This design comes from an exercise in tuning for small area and a short achievable clock period on the open sky130 flow, not from production work.
In this exercise RTL edits were held to simulation tests only and were not proved equivalent to the original.

==> flow/design.v (outline; a module is shown in full before it is edited, if it fits) <==
// module grad_top: 3201 lines
module grad_top (
    input  wire logic        clk,
    input  wire logic        rst,
    input  wire logic        in_valid,
    input  wire logic        sof,
    input  wire logic [7:0]  pixel,
    output logic             out_valid,
    output logic [32:0]      grad
);
  // ...
==> flow/flow/run.sh <==
#!/bin/bash
# The standard layout, with the port buffers made from buf_2 cells instead of the
# resizer's default pick (a delay cell), and clkbuf_8 cells at the clock tree's leaves.
set -euo pipefail
export BUFFER_PORTS_ARGS="-buffer_cell sky130_fd_sc_hd__buf_2"
export CTS_ARGS="-sink_clustering_enable -repair_clock_nets -sink_clustering_size 16 -sink_clustering_max_diameter 80 -buf_list {sky130_fd_sc_hd__clkbuf_8 sky130_fd_sc_hd__clkbuf_16} -root_buf sky130_fd_sc_hd__clkbuf_16 -sink_clustering_buffer sky130_fd_sc_hd__clkbuf_8"
bash standard.sh > standard.log 2>&1
==> flow/standard.sh <==
#!/bin/bash
# synth_recipe.tcl (not shown) runs the flow's synth.tcl, then flattens the netlist and writes it again
# the make line also repeats each setting of config.mk as NAME=value (left out here)
make -C /OpenROAD-flow-scripts/flow DESIGN_CONFIG=/design/flow/config.mk WORK_HOME=/design/flow/orfs CLKGATE_MAP_FILE= SYNTH_SCRIPT=/design/flow/synth_recipe.tcl "${@:-finish}"
==> flow/config.mk <==
export PLATFORM = sky130hd
export DESIGN_NAME = grad_top
export DESIGN_NICKNAME = grad_top
export VERILOG_FILES = /design/flow/design.v
export SDC_FILE = /design/flow/constraint.sdc
export NUM_CORES = 4
export LEC_CHECK = 0
export CAP_MARGIN = 20
export CORE_MARGIN = 2
export CORE_UTILIZATION = 75
export CTS_CLUSTER_DIAMETER = 80
export CTS_CLUSTER_SIZE = 25
export SLEW_MARGIN = 20
==> flow/constraint.sdc <==
create_clock -name core_clock -period 26.0 [get_ports {clk}]
set_input_delay 5.2000 -clock core_clock [delete_from_list [all_inputs] [get_ports {clk}]]
set_output_delay 5.2000 -clock core_clock [all_outputs]
set_load 0.01 [all_outputs]
==> summary.txt, run 1 <==
status complete, no violations; most common cell after layout, fill and taps aside dfxtp_1; post-synthesis compound-gate area fraction under 10%; Final setup viols 0; final WL 45300 um; Chip Width 202 um; Post-CTS Setup Bufs 0; Period minus WS final 6.21 ns; R2R Path Start p2_ndsr[0]; largest net degree at the start of global routing 94; Main synth FF type dfxtp_1; final setup TNS 0 ns; max-cap viol count 0; worst setup path end grad[27]; Critical Path Start grad[27]; met2 routed WL 23500 um; max incr delay on CP approximately 0.33 ns; WP data arrival 1.01 ns; Area after DPL 30100 um2; number of synthesis warnings 2; clock buf count 53; Post-synth EDFFs 264; cell count after synthesis between 2000 and 2500; startpoint types flop
==> inputs of run 2 (changes only) <==
--- a/flow/config.mk
+++ b/flow/config.mk
@@ -7,7 +7,5 @@
 export LEC_CHECK = 0
 export CAP_MARGIN = 20
 export CORE_MARGIN = 2
-export CORE_UTILIZATION = 75
-export CTS_CLUSTER_DIAMETER = 80
-export CTS_CLUSTER_SIZE = 25
+export CORE_UTILIZATION = 80
 export SLEW_MARGIN = 20
==> run 2 against run 1 <==
  * Count of clock-buffer cells in the layout increased by 1
  * Setup slack lost 0.0091 ns
  * Register-to-register slack got worse by 0.11 ns
  * Design area down 0.14%
  * Critical path depth stayed put
  * Sequential cell count unchanged
  * Highest routed layer unchanged
==> summary.txt, run 2 <==
status complete, no violations (unchanged); Final Core Density 85.2% (was 80.3%); Final setup viols 0 (unchanged); antenna violations before repair 0 (unchanged); Site Rows 70 (was 72); Mapped Nets 2587 (unchanged); HPWL after DPL 34400 um (was 32600 um); critical path's top delay family flip-flops (unchanged); DRC Markers 0 (unchanged); num ports 46 (unchanged); Crit. path cell count 1 (unchanged); Largest register FFs 264 (unchanged); max incr delay on CP 0.33 ns (about the same); Period minus WS final 6.22 ns (was 6.21 ns); vias in the first global route 17100 (was 16400); Worst R2R End p3_drem[7] (unchanged); final layout net count 2655 (was 2657); final antenna-violating net count 0 (unchanged); CP Capture Type output pin (unchanged); Initial Util 80.8% (was 76.0%); IO buf count 45 (unchanged); CORE AREA 36300 um2 (was 38600 um2); max-cap viol count 0 (unchanged); first-pass GRT wire length 80500 um (was 77100 um); R2R Path Start p2_ndsr[0] (unchanged); Crit Path Max Fanout 1 (unchanged); Yosys top cell area share 31.2% (unchanged); clk slew on worst S/H paths 0.12 ns (was 0.10 ns); GP Congestion 0.877 (was 0.852); skew final 0.0301 ns (was 0.0281 ns); most numerous cell in the Yosys netlist dfxtp_1 (unchanged); Area Growth Syn to Fin 5.56% (was 5.71%); number of synthesis warnings 2 (unchanged); Yosys reg bits 721 (unchanged); most frequent cells in the layout dfxtp_1, inv_1, edfxtp_1 (unchanged); Resized Gates After CTS 0 (unchanged); Inserted Diodes 0 (unchanged); total CTS buffers 51 (unchanged); Mapped Avg Cell Area 13.0 um2 (unchanged); layout cells sized above 1 6.95% (about the same); die height 196 um (was 202 um); Worst Path Buf+Inv 1 (unchanged); r2r setup slk 19.79 ns (was 19.90 ns); vias per std cell 5.73 (was 5.45); Starting DRT DRC Count 854 (was 756); Hold Path Class reg2reg (unchanged); final WL 49000 um (was 45300 um); WP data arrival 1.02 ns (was 1.01 ns); Clock Path Buffers 3 (unchanged); Worst-Margin Slew 1.12 ns (was 1.07 ns); Chip Width 196 um (was 202 um); DR pass1 iterations 5 (unchanged); WL/cell 17.4 um (was 15.8 um); Top Registers sr x264, grad x33 (unchanged); relative slew slack 25.6% (was 28.6%); startpoint types flop (unchanged); synthesized cell area 29400 um2 (unchanged); fin worst setup slack 19.78 ns (was 19.79 ns); Post-CTS Setup Bufs 0 (unchanged); final setup TNS 0 ns (unchanged); Post-synth EDFFs 264 (unchanged); Top reg by flops sr (unchanged); GRT Residual Overflow 0 (unchanged); Distinct cells, synth 71 (unchanged); clk latency of the worst-skew pair 0.58 ns (was 0.56 ns); cell count after synthesis 2255 (unchanged); Via Count 16100 (was 15600); Final period util 23.9% (about the same); Critical Path RT 20.80 ns (about the same); largest net degree at the start of global routing 217 (was 94); critical path's slowest cell dfxtp_1 (unchanged); endpoints failing hold 0 (unchanged); RSZ-0062 raised after global routing false (unchanged); Pins Over Slew Limit 0 (unchanged); Worst R2R Path Depth 23 (unchanged); Post-synth top cells dfxtp_1, inv_1, edfxtp_1 (unchanged); leading area contributor after synthesis dfxtp_1 (unchanged); GRT Util Overall 26.5% (was 23.3%); Post-CTS Hold Fix Bufs 0 (unchanged); Async SR Flop Fraction 0% (unchanged); die area 38200 um2 (was 40700 um2); Main synth FF type dfxtp_1 (unchanged); hold_sp p1_ah[4] (was p8_dquo[9]); # clock sinks 721 (unchanged); post-synthesis sequential area ratio 58.2% (unchanged); H-tree depth 2 (unchanged); hold path depth 0 (unchanged); CTS tree built (unchanged); Clock Root Buffer clkbuf_16 (unchanged); top cells by area, synth dfxtp_1, edfxtp_1, fa_1 (unchanged); pre-CTS setup slack 19.84 ns (was 19.96 ns); most common cell after layout, fill and taps aside dfxtp_1 (unchanged); fmax 161 MHz (about the same); Hold EP p2_ah[4] (was p9_dquo[11]); crit path cell chain buf_2 (unchanged); CP Class reg2out (unchanged)
-- run 2: changes by cell type in the layout (fill, tap and decap cells not counted), sizes merged --
cell	previous run	this run
buf	51	49
inv	304	306
clkbuf	53	54
-- run 2: cells by family (layout without fill, tap and decap cells) --
group | after synthesis | count (layout) | share of synthesized area (%)
AO/OA/AOI/OAI | 290 | 290 | 6.16
XOR/XNOR | 107 | 107 | 3.19
adder cells (fa/ha/maj) | 320 | 320 | 17.6
buffers and inverters | 317 | 409 | 4.08
flip-flops | 721 | 721 | 58.2
multiplexers | 120 | 120 | 4.27
other | 1 | 1 | 0.0128
AND/OR/NAND/NOR | 379 | 379 | 6.50
-- run 2: worst max-delay path by stage --
stage / from / to / slack (ns)
3_3_place_gp: p2_ndsr[0] / p3_drem[7] / 20.07
4_1_cts: grad[31] / grad[31] / 19.75
2_1_floorplan: in_v / col[3] / 19.00
5_1_grt: p2_ndsr[0] / p3_drem[7] / 19.33
3_5_place_dp: p2_ndsr[0] / p3_drem[7] / 19.84
6_report: vld[9] / out_valid / 19.78
-- run 2: cell type report --
cell class              count  area [um2]
clock buffers              54         800
multi-input cells        1217       11100
fillers                  1795        5360
clock inverters            23         106
well taps                 468         586
inverters                 283        1060
flip-flops and latches    721       17100
repair buffers             49         268
-- run 2: through the flow --
step / hold WS, ns / cells / cell area, um2
floorplan: 0.310 / 2255 / 29400
global placement: 0.310 / 2738 / 30100
detailed placement: 0.312 / 2738 / 30100
CTS: 0.328 / 2815 / 31000
global route: 0.333 / 2815 / 31000
finish: 0.325 / 2815 / 31000
-- run 2: routing by layer --
layer	track usage, %	vias to the layer above	wire, um
li1	-	7678	-
met3	3.77	155	1880
met1	30.3	7855	19000
met5	0	-	0
met2	49.5	434	26100
met4	12.1	0	1940
==> inputs of run 3 (changes only) <==
--- a/flow/config.mk
+++ b/flow/config.mk
@@ -7,5 +7,5 @@
 export LEC_CHECK = 0
 export CAP_MARGIN = 20
 export CORE_MARGIN = 2
-export CORE_UTILIZATION = 80
+export CORE_UTILIZATION = 70
 export SLEW_MARGIN = 20
==> run 3 against run 2 <==
  * Largest cell class unchanged
  * Wire length decreased by 12%
  * Critical path type unchanged
  * Synthesized cell count unchanged
  * Critical path depth unchanged
  * Sequential share of layout area decreased by 0.22 points
  * Hold slack got worse by 0.0023 ns
  * Final cell count increased by 2.6%
  * Highest routed layer unchanged
  * Via count decreased by 4.3%
  * Core utilization decreased by 11 points
==> summary.txt, run 3 <==
RSZ-0062 raised after global routing false (unchanged); Mapped Avg Cell Area 13.0 um2 (unchanged); DR pass1 iterations 4 (was 5); GRT Residual Overflow 0 (unchanged); max-cap viol count 0 (unchanged); Final period util 23.9% (about the same); leading area contributor after synthesis dfxtp_1 (unchanged); Via Count 15400 (was 16100); CORE AREA 41700 um2 (was 36300 um2); Top reg by flops sr (unchanged); final antenna-violating net count 0 (unchanged); Clock Path Buffers 3 (unchanged); GRT met2 Usage 36.6% (was 49.5%); fmax 161 MHz (about the same); most frequent cells in the layout dfxtp_1, inv_1, edfxtp_1 (unchanged); vias in the first global route 15700 (was 17100); FF/Latch Area 17100 um2 (unchanged); met1 Use GR 25.9% (was 30.3%); cell count after synthesis 2255 (unchanged); CTS tree built (unchanged); HPWL after DPL 31500 um (was 34400 um); Inserted Diodes 0 (unchanged); Chip Width 209 um (was 196 um); Largest register FFs 264 (unchanged); final WL 43300 um (was 49000 um); layout cells sized above 1 6.94% (was 6.95%); Synth Area in XOR/XNOR 3.19% (unchanged); GRT busiest layer met2 (unchanged); Async SR Flop Fraction 0% (unchanged); Final setup viols 0 (unchanged); dpl cells 2809 (was 2738); Initial Util 70.5% (was 80.8%); status complete, no violations (unchanged); max incr delay on CP 0.32 ns (was 0.33 ns); final setup TNS 0 ns (unchanged); CP Capture Type output pin (unchanged); top cells by area, synth dfxtp_1, edfxtp_1, fa_1 (unchanged); final layout net count 2656 (was 2655); # clock sinks 721 (unchanged); Starting DRT DRC Count 763 (was 854); most numerous cell in the Yosys netlist dfxtp_1 (unchanged); vias per std cell 5.35 (was 5.73); GP Congestion 0.858 (was 0.877); GRT Util Overall 20.5% (was 26.5%); Post-CTS Hold Fix Bufs 0 (unchanged); post-synthesis mux area share 4.27% (unchanged); synthesized cell area 29400 um2 (unchanged); Post-synth top cells dfxtp_1, inv_1, edfxtp_1 (unchanged); die height 209 um (was 196 um); IO buf count 45 (unchanged); critical path's slowest cell dfxtp_1 (unchanged); skew final 0.0180 ns (was 0.0301 ns); post-synthesis sequential area ratio 58.2% (unchanged); Adder-Cell Fraction of Synth Area 17.6% (unchanged); Hold Path Class reg2reg (unchanged); post-synthesis compound-gate area fraction 6.16% (unchanged); num ports 46 (unchanged); Worst-Margin Slew 0.957 ns (was 1.12 ns); fin worst setup slack 19.79 ns (was 19.78 ns); Yosys reg bits 721 (unchanged); number of synthesis warnings 2 (unchanged); Pins Over Slew Limit 0 (unchanged); crit path cell chain buf_2 (unchanged); H-tree depth 2 (unchanged); Critical Path RT 20.80 ns (about the same); first-pass GRT wire length 73100 um (was 80500 um); die area 43600 um2 (was 38200 um2); pre-CTS setup slack 19.93 ns (was 19.84 ns); Main synth FF type dfxtp_1 (unchanged); most common cell after layout, fill and taps aside dfxtp_1 (unchanged); Worst Path Buf+Inv 1 (unchanged); Site Rows 75 (was 70); clk latency of the worst-skew pair 0.58 ns (about the same); CP Class reg2out (unchanged); Distinct cells, synth 71 (unchanged); total CTS buffers 51 (unchanged); clk slew on worst S/H paths 0.09 ns (was 0.12 ns); antenna violations before repair 0 (unchanged); hold_ws 0.323 ns (was 0.325 ns); WL/cell 15.0 um (was 17.4 um); startpoint types flop (unchanged); met3 Resource Use GR 2.78% (was 3.77%); Period minus WS final 6.21 ns (was 6.22 ns); endpoints failing hold 0 (unchanged); largest net degree at the start of global routing 219 (was 217); critical path's top delay family flip-flops (unchanged); Yosys top cell area share 31.2% (unchanged); Top Registers sr x264, grad x33 (unchanged); Post-CTS Setup Bufs 0 (unchanged); main combinational cell family by area after synthesis adder cells (unchanged); Crit Path Max Fanout 1 (unchanged); # fillers 2692 (was 1795); DRC Markers 0 (unchanged); Clock Root Buffer clkbuf_16 (unchanged); Non-Filler Instances 2887 (was 2815); Multi-input gate area 11100 um2 (about the same); relative slew slack 36.1% (was 25.6%); Area Growth Syn to Fin 5.98% (was 5.56%); Final Core Density 74.7% (was 85.2%); Post-Synth Simple-Gate Area 6.50% (unchanged); Resized Gates After CTS 0 (unchanged); Post-synth EDFFs 264 (unchanged); Mapped Nets 2587 (unchanged); WP data arrival 1.01 ns (was 1.02 ns)
-- run 3: worst paths after layout --
| check | start | endpoint | slack (ns) | cells after the start |
|---|---|---|---|---|
| worst max-delay path | grad[21] | grad[21] | 19.79 | 1 |
| worst min register to register | p2_dquo[2] | p3_dquo[4] | 0.32 | 0 |
| worst min-delay path | p2_dquo[2] | p3_dquo[4] | 0.32 | 0 |
| worst max register to register | p3_ndsr[0] | p4_drem[7] | 19.95 | 23 |
-- run 3: cells by family after synthesis --
kind of cell / Yosys count
flip-flops: 721
buffers and inverters: 317
adder cells (fa/ha/maj): 320
AO/OA/AOI/OAI: 290
AND/OR/NAND/NOR: 379
multiplexers: 120
other: 1
XOR/XNOR: 107
-- run 3: stage by stage --
stage,area [um2]
5_1_grt,31100
3_5_place_dp,30200
2_1_floorplan,29400
4_1_cts,31100
6_report,31100
3_3_place_gp,30200
-- run 3: routing by layer --
metal / vias up / wire, um
li1: 7649 / -
met1: 7556 / 18900
met2: 160 / 22400
met3: 68 / 1080
met4: 0 / 960
met5: - / 0
-- run 3: cell type report --
| class | count | share of cell area (%) |
|---|---|---|
| inverters | 283 | 3.41 |
| multi-input cells | 1217 | 35.6 |
| clock buffers | 52 | 2.52 |
| flip-flops and latches | 721 | 54.9 |
| clock inverters | 25 | 0.434 |
| well taps | 539 | 2.17 |
| repair buffers | 50 | 0.949 |
-- run 3: worst register-to-register path, cell delays in order (launching register included) --
cell and delay (ns):
dfxtp_1 0.35, inv_1 0.11, fa_1 0.19, fa_1 0.16, inv_1 0.05, fa_1 0.40
a21o_1 0.19, a21o_1 0.20, a21oi_1 0.23, nor2b_1 0.10, nor2_1 0.59, nor2_1 0.11
ha_1 0.21, a21oi_1 0.14, fa_1 0.21, fa_1 0.20, fa_1 0.20, fa_1 0.22
fa_1 0.18, inv_1 0.05, fa_1 0.42, a21oi_1 0.23, a21boi_1 0.80, mux2_2 0.41

-- what the ideal ports hide --
No port has a modelled driver above. Below, the same layouts with a new extraction and two added sets of constraints.
Step 1: set_driving_cell puts a clkbuf_16 on clk and a buf_2 on each other input, an assumption about the parent block.
Step 2 also shifts input and output timing later by t, the mid clock arrival at the registers, as if the neighbouring blocks saw the same clock.
Three values: ideal ports, drivers, drivers and shift; two values: the first two.
run	shift t [ns]	setup slack, ns	latest minus earliest clock arrival (ns)	slew at the worst register clock pin (ns)	cell pins on the clock port's net
run 1	0.606	19.788 / 19.731 / 19.905	0.040 / 0.040	0.11 / 0.11	1
run 2	0.621	19.778 / 19.723 / 19.791	0.031 / 0.031	0.12 / 0.12	1
run 3	0.623	19.788 / 19.734 / 19.954	0.021 / 0.021	0.11 / 0.11	1
After both steps every run listed still meets setup and hold.
